What follows belongs to an exercise in optimizing a design on an open flow for small area and a short achievable clock period; a production flow would make more cautious choices.
Function was checked by simulation only, so behaviour that the tests miss may differ from the original.

==> quartz: inputs <==
==> flow/design.v <==
package linx_uart_pkg;
  localparam int UART_BYTE_W = 8;
  localparam int LINX_UART_FIFO_DEPTH = 256;
  localparam int STS_EMPTY_BIT = 0;
  localparam int STS_FULL_BIT = 1;
  localparam int STS_OVERFLOW_BIT = 2;
  localparam int STS_COUNT_LSB = 8;
  localparam int STS_COUNT_W = $clog2(LINX_UART_FIFO_DEPTH) + 1;
endpackage
module linx_byte_ram
#(
  parameter int DEPTH = linx_uart_pkg::LINX_UART_FIFO_DEPTH,
  parameter int NC = 16,
  localparam int NR = DEPTH / NC
) (
  input  logic                   clk,
  input  logic                   i_we,
  input  logic [NR-1:0]          i_wrow,
  input  logic [NC-1:0]          i_wcol,
  input  logic [linx_uart_pkg::UART_BYTE_W-1:0] i_wdata,
  input  logic [$clog2(NR)-1:0]  i_rrow,
  input  logic [NC-1:0]          i_rcol,
  output logic [linx_uart_pkg::UART_BYTE_W-1:0] o_rdata
);
  localparam int BW = linx_uart_pkg::UART_BYTE_W;
  logic [DEPTH*BW-1:0] r_mem;
  logic [BW-1:0] w_grp [NR];
  logic [NR-1:0] w_wrow;
  assign w_wrow = {NR{i_we}} & i_wrow;
  for (genvar e = 0; e < DEPTH; e++) begin : g_ent
    always_ff @(posedge clk)
      if (w_wrow[e / NC] & i_wcol[e % NC]) r_mem[e*BW +: BW] <= i_wdata;
  end
  always_comb begin
    for (int r = 0; r < NR; r++) begin
      w_grp[r] = '0;
      for (int c = 0; c < NC; c++)
        w_grp[r] = w_grp[r] | ({BW{i_rcol[c]}} & r_mem[(r*NC+c)*BW +: BW]);
    end
    o_rdata = w_grp[i_rrow];
  end
endmodule
module linx_uart_tx_fifo
#(
  parameter int DEPTH = linx_uart_pkg::LINX_UART_FIFO_DEPTH,
  parameter int OVF_W = 16,
  localparam int AW = $clog2(DEPTH)
) (
  input  logic                   clk,
  input  logic                   rst,
  input  logic                   flush,
  input  logic                   in_valid,
  input  logic [linx_uart_pkg::UART_BYTE_W-1:0] in_byte,
  input  logic                   pop,
  output logic                   out_valid,
  output logic [linx_uart_pkg::UART_BYTE_W-1:0] out_byte,
  output logic [AW:0]            count,
  output logic                   empty,
  output logic                   full,
  output logic                   overflow,
  output logic [OVF_W-1:0]       overflow_cnt,
  output logic [31:0]            byte_total
);
  localparam int BW = linx_uart_pkg::UART_BYTE_W;
  logic [DEPTH/16-1:0]    r_wrow;
  logic [15:0]            r_wcol;
  logic [AW-5:0]          r_rrow;
  logic [15:0]            r_rcol;
  logic [AW:0]            r_count;
  logic                   r_empty, r_one, r_two;
  logic                   r_overflow;
  logic [OVF_W-1:0]       r_ovf_cnt;
  logic [31:0]            r_byte_total;
  logic [BW-1:0]          r_head;
  logic                   r_stg_vld;
  logic [BW-1:0]          r_stg_byte;
  logic                   w_pop, w_push, w_drop;
  logic [BW-1:0]          w_ram, w_next;
  logic [AW:0]            w_count;
  assign w_pop  = pop & ~r_empty;
  assign w_push = in_valid & (~r_count[AW] | pop);
  assign w_drop = in_valid & r_count[AW] & ~pop;
  linx_byte_ram #(.DEPTH(DEPTH), .NC(16)) u_ram (
    .clk     (clk),
    .i_we    (r_stg_vld),
    .i_wrow  (r_wrow),
    .i_wcol  (r_wcol),
    .i_wdata (r_stg_byte),
    .i_rrow  (r_rrow),
    .i_rcol  (r_rcol),
    .o_rdata (w_ram)
  );
  assign w_next  = (r_stg_vld & r_two) ? r_stg_byte : w_ram;
  always_comb begin
    case ({w_push, w_pop})
      2'b10:   w_count = r_count + 1'b1;
      2'b01:   w_count = r_count - 1'b1;
      default: w_count = r_count;
    endcase
  end
  always_ff @(posedge clk) begin
    if (rst) begin
      r_wrow       <= (DEPTH/16)'(1);
      r_wcol       <= 16'd1;
      r_rrow       <= '0;
      r_rcol       <= 16'd2;
      r_count      <= '0;
      r_empty      <= 1'b1;
      r_one        <= 1'b0;
      r_two        <= 1'b0;
      r_head       <= '0;
      r_stg_vld    <= 1'b0;
      r_overflow   <= 1'b0;
      r_ovf_cnt    <= '0;
      r_byte_total <= '0;
    end else if (flush) begin
      r_wrow     <= (DEPTH/16)'(1);
      r_wcol     <= 16'd1;
      r_rrow     <= '0;
      r_rcol     <= 16'd2;
      r_count    <= '0;
      r_empty    <= 1'b1;
      r_one      <= 1'b0;
      r_two      <= 1'b0;
      r_head     <= '0;
      r_stg_vld  <= 1'b0;
      r_overflow <= 1'b0;
      r_ovf_cnt  <= '0;
    end else begin
      if (r_stg_vld) begin
        r_wcol <= {r_wcol[14:0], r_wcol[15]};
        if (r_wcol[15]) r_wrow <= {r_wrow[DEPTH/16-2:0], r_wrow[DEPTH/16-1]};
      end
      if (w_pop) begin
        r_rcol <= {r_rcol[14:0], r_rcol[15]};
        if (r_rcol[15]) r_rrow <= r_rrow + 1'b1;
      end
      r_count      <= w_count;
      case ({w_push, w_pop})
        2'b10: begin
          r_empty <= 1'b0;
          r_one   <= r_empty;
          r_two   <= r_one;
        end
        2'b01: begin
          r_empty <= r_one;
          r_one   <= r_two;
          r_two   <= r_count == (AW+1)'(3);
        end
        default: ;
      endcase
      r_stg_vld    <= w_push;
      if (w_push) r_byte_total <= r_byte_total + 1'b1;
      if (w_pop) r_head <= r_one ? (in_valid ? in_byte : '0) : w_next;
      else if (r_empty & in_valid) r_head <= in_byte;
      if (w_drop) begin
        r_overflow <= 1'b1;
        if (~&r_ovf_cnt) r_ovf_cnt <= r_ovf_cnt + 1'b1;
      end
    end
    if (w_push) r_stg_byte <= in_byte;
  end
  assign empty        = r_empty;
  assign full         = r_count[AW];
  assign out_valid    = ~r_empty;
  assign out_byte     = r_head;
  assign count        = r_count;
  assign overflow     = r_overflow;
  assign overflow_cnt = r_ovf_cnt;
  assign byte_total   = r_byte_total;
endmodule
==> flow/run.sh <==
#!/bin/bash
# synth_recipe.tcl (not shown) runs the flow's synth.tcl, then flattens the netlist and writes it again
# the make line also repeats each setting of config.mk as NAME=value (left out here)
make -C /OpenROAD-flow-scripts/flow DESIGN_CONFIG=/design/flow/config.mk WORK_HOME=/design/flow/orfs CLKGATE_MAP_FILE= SYNTH_SCRIPT=/design/flow/synth_recipe.tcl finish
==> flow/config.mk <==
export PLATFORM = sky130hd
export DESIGN_NAME = linx_uart_tx_fifo
export DESIGN_NICKNAME = linx_uart_tx_fifo
export VERILOG_FILES = /design/flow/design.v
export SDC_FILE = /design/flow/constraint.sdc
export NUM_CORES = 4
export LEC_CHECK = 0
export CAP_MARGIN = 20
export CORE_MARGIN = 2
export CORE_UTILIZATION = 40
export CTS_CLUSTER_DIAMETER = 120
export CTS_CLUSTER_SIZE = 24
export PLACE_DENSITY = 0.75
export SETUP_SLACK_MARGIN = 3.3
export SLEW_MARGIN = 20
export TNS_END_PERCENT = 10
==> flow/constraint.sdc <==
create_clock -name core_clock -period 5.5 [get_ports {clk}]
set_input_delay 1.1000 -clock core_clock [delete_from_list [all_inputs] [get_ports {clk}]]
set_output_delay 1.1000 -clock core_clock [all_outputs]
set_load 0.01 [all_outputs]
==> inputs of lagoon, as changes to quartz <==
--- a/flow/config.mk
+++ b/flow/config.mk
@@ -11,5 +11,4 @@
 export CTS_CLUSTER_DIAMETER = 120
 export CTS_CLUSTER_SIZE = 24
-export PLACE_DENSITY = 0.75
 export SETUP_SLACK_MARGIN = 3.3
 export SLEW_MARGIN = 20
==> inputs of garnet, as changes to quartz <==
==> flow/design.v, changed modules only <==
module linx_byte_ram
#(
  parameter int DEPTH = linx_uart_pkg::LINX_UART_FIFO_DEPTH,
  parameter int AW = $clog2(DEPTH)
) (
  input  logic                   clk,
  input  logic                   i_we,
  input  logic [AW-1:0]          i_waddr,
  input  logic [linx_uart_pkg::UART_BYTE_W-1:0] i_wdata,
  input  logic [AW-1:0]          i_raddr,
  output logic [linx_uart_pkg::UART_BYTE_W-1:0] o_rdata
);
  logic [linx_uart_pkg::UART_BYTE_W-1:0] r_mem [DEPTH];
  always_ff @(posedge clk)
    if (i_we) r_mem[i_waddr] <= i_wdata;
  assign o_rdata = r_mem[i_raddr];
endmodule
module linx_uart_tx_fifo
#(
  parameter int DEPTH = linx_uart_pkg::LINX_UART_FIFO_DEPTH,
  parameter int OVF_W = 16,
  localparam int AW = $clog2(DEPTH)
) (
  input  logic                   clk,
  input  logic                   rst,
  input  logic                   flush,
  input  logic                   in_valid,
  input  logic [linx_uart_pkg::UART_BYTE_W-1:0] in_byte,
  input  logic                   pop,
  output logic                   out_valid,
  output logic [linx_uart_pkg::UART_BYTE_W-1:0] out_byte,
  output logic [AW:0]            count,
  output logic                   empty,
  output logic                   full,
  output logic                   overflow,
  output logic [OVF_W-1:0]       overflow_cnt,
  output logic [31:0]            byte_total
);
  localparam int BW = linx_uart_pkg::UART_BYTE_W;
  logic [AW-1:0]          r_wr_ptr, r_rdn;
  logic [AW:0]            r_count;
  logic                   r_empty, r_one, r_two;
  logic                   r_overflow;
  logic [OVF_W-1:0]       r_ovf_cnt;
  logic [31:0]            r_byte_total;
  logic [BW-1:0]          r_head;
  logic                   r_stg_vld;
  logic [BW-1:0]          r_stg_byte;
  logic                   w_pop, w_push, w_drop;
  logic [BW-1:0]          w_ram, w_next;
  logic [AW:0]            w_count;
  assign w_pop  = pop & ~r_empty;
  assign w_push = in_valid & (~r_count[AW] | pop);
  assign w_drop = in_valid & r_count[AW] & ~pop;
  linx_byte_ram #(.DEPTH(DEPTH), .AW(AW)) u_ram (
    .clk     (clk),
    .i_we    (r_stg_vld),
    .i_waddr (r_wr_ptr),
    .i_wdata (r_stg_byte),
    .i_raddr (r_rdn),
    .o_rdata (w_ram)
  );
  assign w_next  = (r_stg_vld & r_two) ? r_stg_byte : w_ram;
  assign w_count = r_count + (AW+1)'(w_push) - (AW+1)'(w_pop);
  always_ff @(posedge clk) begin
    if (rst) begin
      r_wr_ptr     <= '0;
      r_rdn        <= AW'(1);
      r_count      <= '0;
      r_empty      <= 1'b1;
      r_one        <= 1'b0;
      r_two        <= 1'b0;
      r_head       <= '0;
      r_stg_vld    <= 1'b0;
      r_overflow   <= 1'b0;
      r_ovf_cnt    <= '0;
      r_byte_total <= '0;
    end else if (flush) begin
      r_wr_ptr   <= '0;
      r_rdn      <= AW'(1);
      r_count    <= '0;
      r_empty    <= 1'b1;
      r_one      <= 1'b0;
      r_two      <= 1'b0;
      r_head     <= '0;
      r_stg_vld  <= 1'b0;
      r_overflow <= 1'b0;
      r_ovf_cnt  <= '0;
    end else begin
      r_wr_ptr     <= r_wr_ptr + AW'(r_stg_vld);
      r_rdn        <= r_rdn + AW'(w_pop);
      r_count      <= w_count;
      r_empty      <= w_count == '0;
      r_one        <= w_count == (AW+1)'(1);
      r_two        <= w_count == (AW+1)'(2);
      r_stg_vld    <= w_push;
      r_byte_total <= r_byte_total + 32'(w_push);
      if (w_pop) r_head <= r_one ? (in_valid ? in_byte : '0) : w_next;
      else if (r_empty & in_valid) r_head <= in_byte;
      if (w_drop) begin
        r_overflow <= 1'b1;
        r_ovf_cnt  <= &r_ovf_cnt ? r_ovf_cnt : r_ovf_cnt + 1'b1;
      end
    end
    if (w_push) r_stg_byte <= in_byte;
  end
  assign empty        = r_empty;
  assign full         = r_count[AW];
  assign out_valid    = ~r_empty;
  assign out_byte     = r_head;
  assign count        = r_count;
  assign overflow     = r_overflow;
  assign overflow_cnt = r_ovf_cnt;
  assign byte_total   = r_byte_total;
endmodule
--- a/flow/config.mk
+++ b/flow/config.mk
@@ -9,8 +9,3 @@
 export CORE_MARGIN = 2
 export CORE_UTILIZATION = 40
-export CTS_CLUSTER_DIAMETER = 120
-export CTS_CLUSTER_SIZE = 24
-export PLACE_DENSITY = 0.75
-export SETUP_SLACK_MARGIN = 3.3
 export SLEW_MARGIN = 20
-export TNS_END_PERCENT = 10
==> flow_summary.toml <==
[run_status]
outcome = "finished with violations"
violatedChecks = "antenna violations"

[logic_synthesis]
synthesis.nets = 4694
yosysSeqAreaShare = 0.798
synth.top_cell.area_share = 0.768
syn_inst = 4666

[detailed_routing]
drt.antenna.violating_nets = 2

[layout]
final_core_utilization = 0.468
share_of_cell_area_taken_by_multi_input_logic_gates = 0.184
layout.cells.most_common_list = "edfxtp_1, a22oi_1, and3_1"
multi_input_gate_area_in_the_final_layout_mm2 = 0.0172

[place]
post_dp_hpwl_um = 136000

[critical_path]
reg2reg_slack_ps = 3030
arrival_ps = 2860

[clock_tree]
cts_made_buffers = 101
Source of the figures above: lagoon

==> flow_summary.toml <==
[logic_synthesis]
syn_inst = 4666
yosysSeqAreaShare = 0.798
synthesis.nets = 4694

[layout]
final_core_utilization = 0.463
share_of_cell_area_taken_by_multi_input_logic_gates = 0.181
multi_input_gate_area_in_the_final_layout_mm2 = 0.0168
layout.cells.most_common_list = "edfxtp_1, a22oi_1, and3_1"

[run_status]
outcome = "complete, no violations"

[place]
place_worst_setup_slack_ps = 1330
post_dp_hpwl_um = 130000

[clock_tree]
cts_made_buffers = 101

[detailed_routing]
drt.antenna.violating_nets = 0

[critical_path]
reg2reg_slack_ps = 3020
Source of the figures above: quartz

==> flow_summary.toml <==
[place]
post_dp_hpwl_um = 132000

[logic_synthesis]
synthesis.nets = 4120
syn_inst = 4090
synth.top_cell.area_share = 0.736
yosysSeqAreaShare = 0.756

[layout]
share_of_cell_area_taken_by_multi_input_logic_gates = 0.201
layout.cells.most_common_list = "edfxtp_1, mux4_2, nor2_1"
multi_input_gate_area_in_the_final_layout_mm2 = 0.0190
final_core_utilization = 0.454

[power]
p_sw_frac = 0.213

[detailed_routing]
drt.antenna.violating_nets = 0
wl_met3_um = 17100

[critical_path]
reg2reg_slack_ps = 1350
arrival_ps = 4940

[run_status]
outcome = "complete, no violations"
Source of the figures above: garnet

[afterwards: timing with drivers on the ports]
No port has a modelled driver above. Below, the same layouts with a new extraction and two added sets of constraints. Step 1 (the two cells are an assumption about what drives the block):
set clk [get_ports {clk}]
set_driving_cell -lib_cell sky130_fd_sc_hd__clkbuf_16 $clk
set_driving_cell -lib_cell sky130_fd_sc_hd__buf_2 [delete_from_list [all_inputs] $clk]
Step 2 adds t to the input delays and takes it off the output delays; t is the mean of the earliest and latest rising clock arrival at the registers after step 1. Input paths then give back, and output paths get back, about the clock's delay inside the block. Slacks: ideal / step 1 / step 2; pairs: ideal / step 1.
run	t (ns)	setup WS [ns]	worst hold slack (ns)	latest minus earliest clock arrival (ns)	worst slew at a driven data input, ns
quartz	0.846	3.022 / 2.941 / 2.358	0.496 / 0.496 / 0.496	0.092 / 0.092	0.05
lagoon	0.861	3.034 / 2.948 / 2.428	0.502 / 0.502 / 0.502	0.062 / 0.061	0.07
garnet	0.925	1.353 / 1.353 / 1.058	0.488 / 0.488 / 0.488	0.059 / 0.058	0.04
For quartz, which loses most, drivers alone change the setup slack by -0.081 ns; drivers and shift together by -0.664 ns.
